This design comes from an exercise in tuning for small area and a short achievable clock period on the open sky130 flow, not from production work. Only simulation tests tie the RTL to the original design; equivalence was not proved. Power figures rest on the tool's default switching activity, not on a simulated workload.

==> flow/design.v <==
package pmp_pkg;
   localparam int PMP_ENTRIES    = 16;
   localparam int PMP_CFG_GROUPS = PMP_ENTRIES / 4;
   typedef logic [11:0] csr_num_t;
   typedef logic [31:0] xlen_t;
   typedef logic [31:0] pmp_addr_t;
   typedef logic [29:0] word_addr_t;
   typedef logic [3:0]  entry_idx_t;
   typedef logic [13:0] axi_addr_t;
   typedef logic [1:0]  axi_resp_t;
   typedef logic [1:0] pmp_mode_t;
   localparam pmp_mode_t MODE_OFF   = 2'd0;
   localparam pmp_mode_t MODE_TOR   = 2'd1;
   localparam pmp_mode_t MODE_NA4   = 2'd2;
   localparam pmp_mode_t MODE_NAPOT = 2'd3;
   typedef struct packed {
      logic      lock;
      logic [1:0] rsvd;
      pmp_mode_t mode;
      logic      exec;
      logic      write;
      logic      read;
   } pmp_cfg_t;
   localparam csr_num_t CSR_PMPCFG_BASE  = 12'h3a0;
   localparam csr_num_t CSR_PMPADDR_BASE = 12'h3b0;
   typedef logic [1:0] acc_t;
   localparam acc_t ACC_READ  = 2'd0;
   localparam acc_t ACC_WRITE = 2'd1;
   localparam acc_t ACC_EXEC  = 2'd2;
   typedef struct packed {
      word_addr_t addr;
      acc_t       acc;
      logic       machine;
   } check_req_t;
   typedef struct packed {
      logic       allowed;
      logic       hit;
      entry_idx_t entry;
   } check_resp_t;
   typedef struct packed {
      logic       we;
      logic       cfg_sel;
      logic       addr_sel;
      entry_idx_t idx;
   } csr_access_t;
   typedef enum logic [1:0] {
      IDLE,
      WRITE_RESP,
      READ_RESP
   } axil_state_e;
   localparam axi_resp_t AXI_RESP_OKAY   = 2'b00;
   localparam axi_resp_t AXI_RESP_SLVERR = 2'b10;
endpackage
module pmp_axil_ctl (
   input  logic                clk,
   input  logic                reset,
   input  logic                awvalid,
   input  logic [13:0]         awaddr,
   output logic                awready,
   input  logic                wvalid,
   input  logic [31:0]         wdata,
   input  logic [3:0]          wstrb,
   output logic                wready,
   output logic                bvalid,
   output logic [1:0]          bresp,
   input  logic                bready,
   input  logic                arvalid,
   input  logic [13:0]         araddr,
   output logic                arready,
   output logic                rvalid,
   output logic [31:0]         rdata,
   output logic [1:0]          rresp,
   input  logic                rready,
   output logic [6:0]          csr_access,
   output logic [31:0]         csr_wdata,
   input  logic [31:0]         csr_rdata
);
   localparam logic [1:0] IDLE       = 2'd0;
   localparam logic [1:0] WRITE_RESP = 2'd1;
   localparam logic [1:0] READ_RESP  = 2'd2;
   logic [1:0]  state;
   logic [11:0] sel_csr;
   logic        write_go;
   logic        read_go;
   logic        sel_cfg;
   logic        sel_addr;
   logic        sel_mapped;
   assign write_go = (state == IDLE) & awvalid & wvalid;
   assign read_go  = (state == IDLE) & arvalid & ~(awvalid & wvalid);
   assign awready = write_go;
   assign wready  = write_go;
   assign arready = read_go;
   assign sel_csr = write_go ? awaddr[13:2] : araddr[13:2];
   assign sel_cfg    = (sel_csr[11:2] == pmp_pkg::CSR_PMPCFG_BASE[11:2]);
   assign sel_addr   = (sel_csr[11:4] == pmp_pkg::CSR_PMPADDR_BASE[11:4]);
   assign sel_mapped = sel_cfg | sel_addr;
   assign csr_access[6]   = write_go & sel_mapped;
   assign csr_access[5]   = sel_cfg;
   assign csr_access[4]   = sel_addr;
   assign csr_access[3:0] = sel_csr[3:0];
   assign csr_wdata       = wdata;
   always_ff @(posedge clk) begin
      if (reset) begin
         state <= IDLE;
      end else begin
         case (state)
            IDLE: begin
               if (write_go) begin
                  state <= WRITE_RESP;
               end else if (read_go) begin
                  state <= READ_RESP;
               end
            end
            WRITE_RESP: begin
               if (bready) begin
                  state <= IDLE;
               end
            end
            READ_RESP: begin
               if (rready) begin
                  state <= IDLE;
               end
            end
            default: state <= IDLE;
         endcase
      end
   end
   assign bvalid = (state == WRITE_RESP);
   assign rvalid = (state == READ_RESP);
   always_ff @(posedge clk) begin
      if (write_go) begin
         bresp <= sel_mapped ? pmp_pkg::AXI_RESP_OKAY : pmp_pkg::AXI_RESP_SLVERR;
      end
      if (read_go) begin
         rdata <= sel_mapped ? csr_rdata : '0;
         rresp <= sel_mapped ? pmp_pkg::AXI_RESP_OKAY : pmp_pkg::AXI_RESP_SLVERR;
      end
   end
endmodule
module pmp_csr_regs (
   input  logic                                clk,
   input  logic                                reset,
   input  logic [6:0]                          csr_access,
   input  logic [31:0]                         csr_wdata,
   output logic [31:0]                         csr_rdata,
   output logic [pmp_pkg::PMP_ENTRIES*8-1:0]   pmp_cfg,
   output logic [pmp_pkg::PMP_ENTRIES*32-1:0]  pmp_addr
);
   logic       cfg_wr;
   logic       addr_wr;
   logic [3:0] acc_idx;
   assign cfg_wr  = csr_access[6] & csr_access[5];
   assign addr_wr = csr_access[6] & csr_access[4];
   assign acc_idx = csr_access[3:0];
   for (genvar i = 0; i < pmp_pkg::PMP_ENTRIES; i++) begin : g_entry
      logic [7:0]  cfg_q;
      logic [7:0]  raw_cfg;
      logic [7:0]  warl_cfg;
      logic [29:0] addr_q;
      logic        next_tor_lock;
      logic        cfg_we;
      logic        addr_we;
      assign raw_cfg = csr_wdata[(i % 4) * 8 +: 8];
      always_comb begin
         warl_cfg      = raw_cfg;
         warl_cfg[6:5] = 2'b00;
         if (!raw_cfg[0]) begin
            warl_cfg[1] = 1'b0;
         end
      end
      if (i < pmp_pkg::PMP_ENTRIES - 1) begin : g_next
         assign next_tor_lock = pmp_cfg[8*(i+1)+7] & (pmp_cfg[8*(i+1)+3 +: 2] == pmp_pkg::MODE_TOR);
      end else begin : g_last
         assign next_tor_lock = 1'b0;
      end
      assign cfg_we  = cfg_wr & (acc_idx == 4'(i / 4)) & ~cfg_q[7];
      assign addr_we = addr_wr & (acc_idx == 4'(i)) &
                       ~(cfg_q[7] | next_tor_lock);
      always_ff @(posedge clk) begin
         if (reset) begin
            cfg_q  <= '0;
            addr_q <= '0;
         end else begin
            if (cfg_we) begin
               cfg_q <= warl_cfg;
            end
            if (addr_we) begin
               addr_q <= csr_wdata[29:0];
            end
         end
      end
      assign pmp_cfg[8*i +: 8]   = cfg_q;
      assign pmp_addr[32*i +: 32] = {2'b00, addr_q};
   end
   always_comb begin
      csr_rdata = '0;
      if (csr_access[5]) begin
         csr_rdata = pmp_cfg[32*acc_idx[1:0] +: 32];
      end else if (csr_access[4]) begin
         csr_rdata = pmp_addr[32*acc_idx +: 32];
      end
   end
endmodule
module pmp_region_match (
   input  logic [32:0]                         check_req,
   input  logic [pmp_pkg::PMP_ENTRIES*8-1:0]   pmp_cfg,
   input  logic [pmp_pkg::PMP_ENTRIES*32-1:0]  pmp_addr,
   output logic [pmp_pkg::PMP_ENTRIES-1:0]     match_vec
);
   logic [29:0] req_addr;
   assign req_addr = check_req[32:3];
   for (genvar i = 0; i < pmp_pkg::PMP_ENTRIES; i++) begin : g_match
      logic [29:0] hi_addr;
      logic [29:0] lo_addr;
      logic [29:0] napot_mask;
      logic        tor_hit;
      logic        na4_hit;
      logic        napot_hit;
      assign hi_addr = pmp_addr[32*i +: 30];
      if (i == 0) begin : g_first
         assign lo_addr = '0;
      end else begin : g_rest
         assign lo_addr = pmp_addr[32*(i-1) +: 30];
      end
      assign tor_hit = (req_addr >= lo_addr) & (req_addr < hi_addr);
      assign na4_hit = (req_addr == hi_addr);
      assign napot_mask = hi_addr ^ (hi_addr + 30'd1);
      assign napot_hit  = ((req_addr ^ hi_addr) & ~napot_mask) == '0;
      always_comb begin
         case (pmp_cfg[8*i+3 +: 2])
            pmp_pkg::MODE_TOR:   match_vec[i] = tor_hit;
            pmp_pkg::MODE_NA4:   match_vec[i] = na4_hit;
            pmp_pkg::MODE_NAPOT: match_vec[i] = napot_hit;
            default:             match_vec[i] = 1'b0;
         endcase
      end
   end
endmodule
module pmp_check (
   input  logic                                clk,
   input  logic                                reset,
   input  logic                                check_valid,
   input  logic [32:0]                         check_req,
   input  logic [pmp_pkg::PMP_ENTRIES-1:0]     match_vec,
   input  logic [pmp_pkg::PMP_ENTRIES*8-1:0]   pmp_cfg,
   output logic                                resp_valid,
   output logic [5:0]                          resp
);
   logic       hit;
   logic [3:0] hit_idx;
   logic [7:0] hit_cfg;
   logic       perm;
   logic       allowed;
   always_comb begin
      hit     = 1'b0;
      hit_idx = '0;
      for (int i = pmp_pkg::PMP_ENTRIES - 1; i >= 0; i--) begin
         if (match_vec[i]) begin
            hit     = 1'b1;
            hit_idx = 4'(i);
         end
      end
   end
   assign hit_cfg = pmp_cfg[8*hit_idx +: 8];
   always_comb begin
      case (check_req[2:1])
         pmp_pkg::ACC_READ:  perm = hit_cfg[0];
         pmp_pkg::ACC_WRITE: perm = hit_cfg[1];
         pmp_pkg::ACC_EXEC:  perm = hit_cfg[2];
         default:            perm = 1'b0;
      endcase
   end
   always_comb begin
      if (hit) begin
         allowed = perm | (check_req[0] & ~hit_cfg[7]);
      end else begin
         allowed = check_req[0];
      end
   end
   always_ff @(posedge clk) begin
      if (reset) begin
         resp_valid <= 1'b0;
      end else begin
         resp_valid <= check_valid;
      end
   end
   always_ff @(posedge clk) begin
      if (check_valid) begin
         resp[5]   <= allowed;
         resp[4]   <= hit;
         resp[3:0] <= hit_idx;
      end
   end
endmodule
module pmp_top (
   input  logic                 clk,
   input  logic                 reset,
   input  logic                 awvalid,
   input  logic [13:0]          awaddr,
   output logic                 awready,
   input  logic                 wvalid,
   input  logic [31:0]          wdata,
   input  logic [3:0]           wstrb,
   output logic                 wready,
   output logic                 bvalid,
   output logic [1:0]           bresp,
   input  logic                 bready,
   input  logic                 arvalid,
   input  logic [13:0]          araddr,
   output logic                 arready,
   output logic                 rvalid,
   output logic [31:0]          rdata,
   output logic [1:0]           rresp,
   input  logic                 rready,
   input  logic                 check_valid,
   input  logic [32:0]          check_req,
   output logic                 resp_valid,
   output logic [5:0]           resp
);
   logic [6:0]                         csr_access;
   logic [31:0]                        csr_wdata;
   logic [31:0]                        csr_rdata;
   logic [pmp_pkg::PMP_ENTRIES*8-1:0]  pmp_cfg;
   logic [pmp_pkg::PMP_ENTRIES*32-1:0] pmp_addr;
   logic [pmp_pkg::PMP_ENTRIES-1:0]    match_vec;
   pmp_axil_ctl u_ctl (
      .clk, .reset,
      .awvalid, .awaddr, .awready, .wvalid, .wdata, .wstrb, .wready,
      .bvalid, .bresp, .bready,
      .arvalid, .araddr, .arready, .rvalid, .rdata, .rresp, .rready,
      .csr_access, .csr_wdata, .csr_rdata
   );
   pmp_csr_regs u_regs (
      .clk, .reset,
      .csr_access, .csr_wdata, .csr_rdata,
      .pmp_cfg, .pmp_addr
   );
   pmp_region_match u_match (
      .check_req, .pmp_cfg, .pmp_addr, .match_vec
   );
   pmp_check u_check (
      .clk, .reset,
      .check_valid, .check_req, .match_vec, .pmp_cfg,
      .resp_valid, .resp
   );
endmodule
==> flow/run.sh <==
#!/bin/bash
# synth_recipe.tcl (not shown) runs the flow's synth.tcl, then flattens the netlist and writes it again
# the make line also repeats each setting of config.mk as NAME=value (left out here)
make -C /OpenROAD-flow-scripts/flow DESIGN_CONFIG=/design/flow/config.mk WORK_HOME=/design/flow/orfs CLKGATE_MAP_FILE= SYNTH_SCRIPT=/design/flow/synth_recipe.tcl finish
==> flow/config.mk <==
export PLATFORM = sky130hd
export DESIGN_NAME = pmp_top
export DESIGN_NICKNAME = pmp_top
export VERILOG_FILES = /design/flow/design.v
export SDC_FILE = /design/flow/constraint.sdc
export NUM_CORES = 4
export LEC_CHECK = 0
export CAP_MARGIN = 20
export CORE_MARGIN = 2
export CORE_UTILIZATION = 40
export SLEW_MARGIN = 20
==> flow/constraint.sdc <==
create_clock -name core_clock -period 7.0 [get_ports {clk}]
set_input_delay 1.4000 -clock core_clock [delete_from_list [all_inputs] [get_ports {clk}]]
set_output_delay 1.4000 -clock core_clock [all_outputs]
set_load 0.01 [all_outputs]
==> summary.txt <==
==> final cells by class <==
type                    instances  area (µm²)  area share, %
diodes                          5       12.51        0.02340
multi-input cells            4860       30770          57.54
flip-flops and latches        618       12760          23.87
clock buffers                 108        2271          4.247
inverters                     518        1944          3.637
well taps                    1524        1907          3.566
repair buffers                377        3278          6.131
clock inverters                37       524.3         0.9805
==> kinds of logic after synthesis <==
group | count (synthesis)
and+or+nand+nor | 2440
other | 1
adders and majority gates | 496
DFF | 618
xor gates and xnor gates | 3
buffers and inverters | 884
muxes | 152
AOI/OAI and AO/OA | 1766
==> metal layers <==
metal | share of wire, % | track usage [%]
met5 | 0.049 | 0
met2 | 41 | 59.95
met3 | 12 | 11.77
met1 | 39 | 52.63
met4 | 8.3 | 28.69
==> power by group through the flow <==
stage               Combinational (mW)  Clock, mW  Sequential, mW
floorplan                        0.727          0            3.65
global placement                  1.56          0            3.64
detailed placement                1.56          0            3.64
CTS                               1.57       4.57            3.57
global route                      1.68       4.70            3.57
finish                            1.65       4.55            3.57
==> worst max path at each step <==
stage | from | to | slack (ns) | cells past startpoint
finish | check_req[31] | u_check.resp[5] | 0.56 | 19
floorplan | check_req[3] | u_check.resp[5] | 1.65 | 17
detailed placement | check_req[3] | u_check.resp[5] | 0.06 | 19
global placement | check_req[3] | u_check.resp[5] | 0.07 | 19
global route | check_req[31] | u_check.resp[5] | 0.48 | 18
CTS | check_req[31] | u_check.resp[5] | 0.75 | 18
==> worst reg2reg max path: stages, from the launching register on <==
cell and delay, ns:
dfxtp_1 0.57, inv_1 0.13, ha_1 0.37, a21oi_1 0.16, a21boi_0 0.09, o31ai_1 0.25
o211ai_1 0.18, a211oi_1 1.01, a211oi_1 0.18, or3b_2 0.54, a211oi_1 0.39, o211ai_2 0.19
a31oi_4 0.25, buf_4 0.24, buf_4 0.14, mux2i_1 0.17, mux2i_1 0.09, a22oi_1 0.18
a21oi_1 0.10, a211o_1 0.35
==> cells in the final DEF, fill, tap and decap left out, types with 101 or more instances in the layout <==
master           count
inv_1              518
mux2i_1            115
nand4_1            153
buf_4              214
clkdlybuf4s50_1    101
a21oi_1            830
nor2_1             305
dfxtp_1            579
nand3_1            124
nor4_1             106
nand2_1           1370
ha_1               496
o21ai_0            115
o211ai_1           142
==> state kept, by name (all words and copies together), names as in the netlist <==
register	count
u_ctl.rresp	1
u_ctl.rdata	31
u_ctl.state	2
u_regs.g_entry.cfg_q	96
u_ctl.bresp	1
u_check.resp	6
u_regs.g_entry.addr_q	480
u_check.resp_valid	1
==> results.toml <==
[run_status]
status = "no timing/DRC/antenna violations"

[die]
num_rows = 125
die_y_um = 345.5
die_x_um = 345.5
io_pins = 153
floorplan.initialDensity_pct = 40.25
core-area_um2 = 115900
dieArea_um2 = 119400

[clock_tree]
cts_tree = "built"
clk_latency_ns = 0.70
cts_resized = 0
cts_root_buf = "clkbuf_16"
post_cts_buffers = 0
cts_buffer_depth = 3
cts_made_buffers = 81
clkTransAtPathRegs_ns = 0.06
htree_levels = 3
cts_hold_buf = 0
cts.sinks = 618

[synthesis]
synthMuxAreaShare_pct = 3.937
synthFlopType = "dfxtp_1"
yosysSeqAreaShare_pct = 27.36
synth.area.top_cells = "dfxtp_1 25%, ha_1 13%, nand2_1 11%"
synth_top_family_by_area = "compound AO/OA/AOI/OAI gates"
synth_area_um2 = 46650
synth_xor_area_share_pct = 0.05633
ys.warnings.count = 4
synth_top_area_cell = "dfxtp_1"
synth_edf_count = 39
synth_common_cells = "1,370 x nand2_1, 830 x a21oi_1, 579 x dfxtp_1"
synthCells = 6360
synth-simple-area-share_pct = 23.89
synth-seq-cells = 618
yosys.area.top_type_share_pct = 24.85
synth.avg_cell_area_um2 = 7.335
synth_compound_area_share_pct = 24.22
yosysMostFrequentCell = "nand2_1"
synth_fa_ha_area_share_pct = 13.30
ys_types = 96
async_flop_share_pct = 0

[setup_path]
cp_data_arrival_time_ns = 6.86
critPathLaunchType = "input port"
r2r_slack_ns = 1.18
reg2reg_to = "u_check.resp[5]"
rr_startpoint = "u_regs.g_entry[12].addr_q[4]"
end_kind = "flop"
path_common_cell = "buf_4"
cp_num_buf_inv = 6
cp_slowest_cell = "o311ai_0"
slowest_delay_ns = 1.04
worst_ep_required_time_ns = 7.43
cp_cell_sequence = "clkdlybuf4s50_1 > buf_12 > buf_4 > ha_1 > and3_1 > nand4_1 > nor4_1 > nand3_1 > o311ai_0 > nand2b_1 > inv_1 > a31oi_4 > buf_4 > buf_4 > mux2i_1 > mux2i_1 > a22oi_1 > a21oi_1 > a211o_1"
crit_fanout = 10
r2r_cells = 19
path_delay_family = "compound AO/OA/AOI/OAI gates"
path_class = "input port to flop"

[pwr]
pwr-share-clk_pct = 46.6
power_frac_seq_pct = 36.6
ir_drop_mv = 0.2245
power.leakage_nw = 17.95
finalPower_mw = 9.759
power_density_nw_per_um2 = 182.5
intPower_mw = 6.719
swShare_pct = 31.15
power_frac_comb_pct = 16.9
power.switching_mw = 3.040

[timing]
fin_skew_ns = 0.03193
rsz0062_at_grt = "false"
drv_slew = 0
fmax_mhz = 155.4
min_period_ns = 6.437
worst_slew_pin_slew_ns = 1.254
hold_violations = 0
whs_ns = 0.4562
finalSetupViolations = 0
relSlewSlack_pct = 15.87
tns_ns = 0
post-route-period-util_pct = 91.95
post-route-worst-setup-slack_ns = 0.5634

[placed_design]
dp_hpwl_um = 193000
gp_congestion = 1.113
post-place-ws_ns = 0.05557
postPlaceCellArea_um2 = 50640
dpl.cell_count = 7896
portBuffers = 140

[route]
vias = 51750
vias_per_cell = 6.431
drtIter0Drc = 7221
drc = 0
routed_wl_um = 256300
first_pass_iters = 8
routedWlPerCell_um = 31.85
ant_nets = 0

[worst_hold_path]
hold_end = "u_regs.g_entry[9].addr_q[16]"
hp-class = "flop to flop"
hold_start = "u_regs.g_entry[9].addr_q[16]"
whs_path_depth = 2

[layout]
fin_cells = 8047
syn2layout_area_growth_pct = 14.62
fin_nets = 7057
n_fill_cell = 11760
drive_gt1_share_pct = 7.871
post-route-util_pct = 46.13
design_area_um2 = 53470

[global_routing]
grt_first_pass_wirelength_um = 355700
grt_pass1_vias = 47360
gr-total-overflow = 0
grt_max_degree = 191
grt.total_usage_pct = 41.30
grt_antenna_before_repair = 28

[run]
maxCapViolations = 0

what the ideal ports hide:
Ports are ideal in the flow. The routed layout listed here was re-timed in OpenROAD.
Step 1 sets driving cells, clkbuf_16 on the clock port and buf_2 on the other inputs (assumed; they add their load-dependent delay and slew).
Step 2 adds t to the input delays and takes it off the output delays; t is the mean of the earliest and latest rising clock arrival at the registers after step 1. Input paths then give back, and output paths get back, about the clock's delay inside the block.
Slacks: no drivers / after step 1 / after step 2; pairs: no drivers / after step 1.
shift t [ns]: 0.765
setup slack, ns: 0.563 / 0.619 / -0.146
worst setup path after step 2: input to register
clock arrival spread, ns: 0.034 / 0.034
slew at the worst register clock pin (ns): 0.07 / 0.07
Met with ideal ports but missed after step 2: setup timing in this run. For this run, drivers alone change the setup slack by +0.056 ns; drivers and shift together by -0.709 ns.
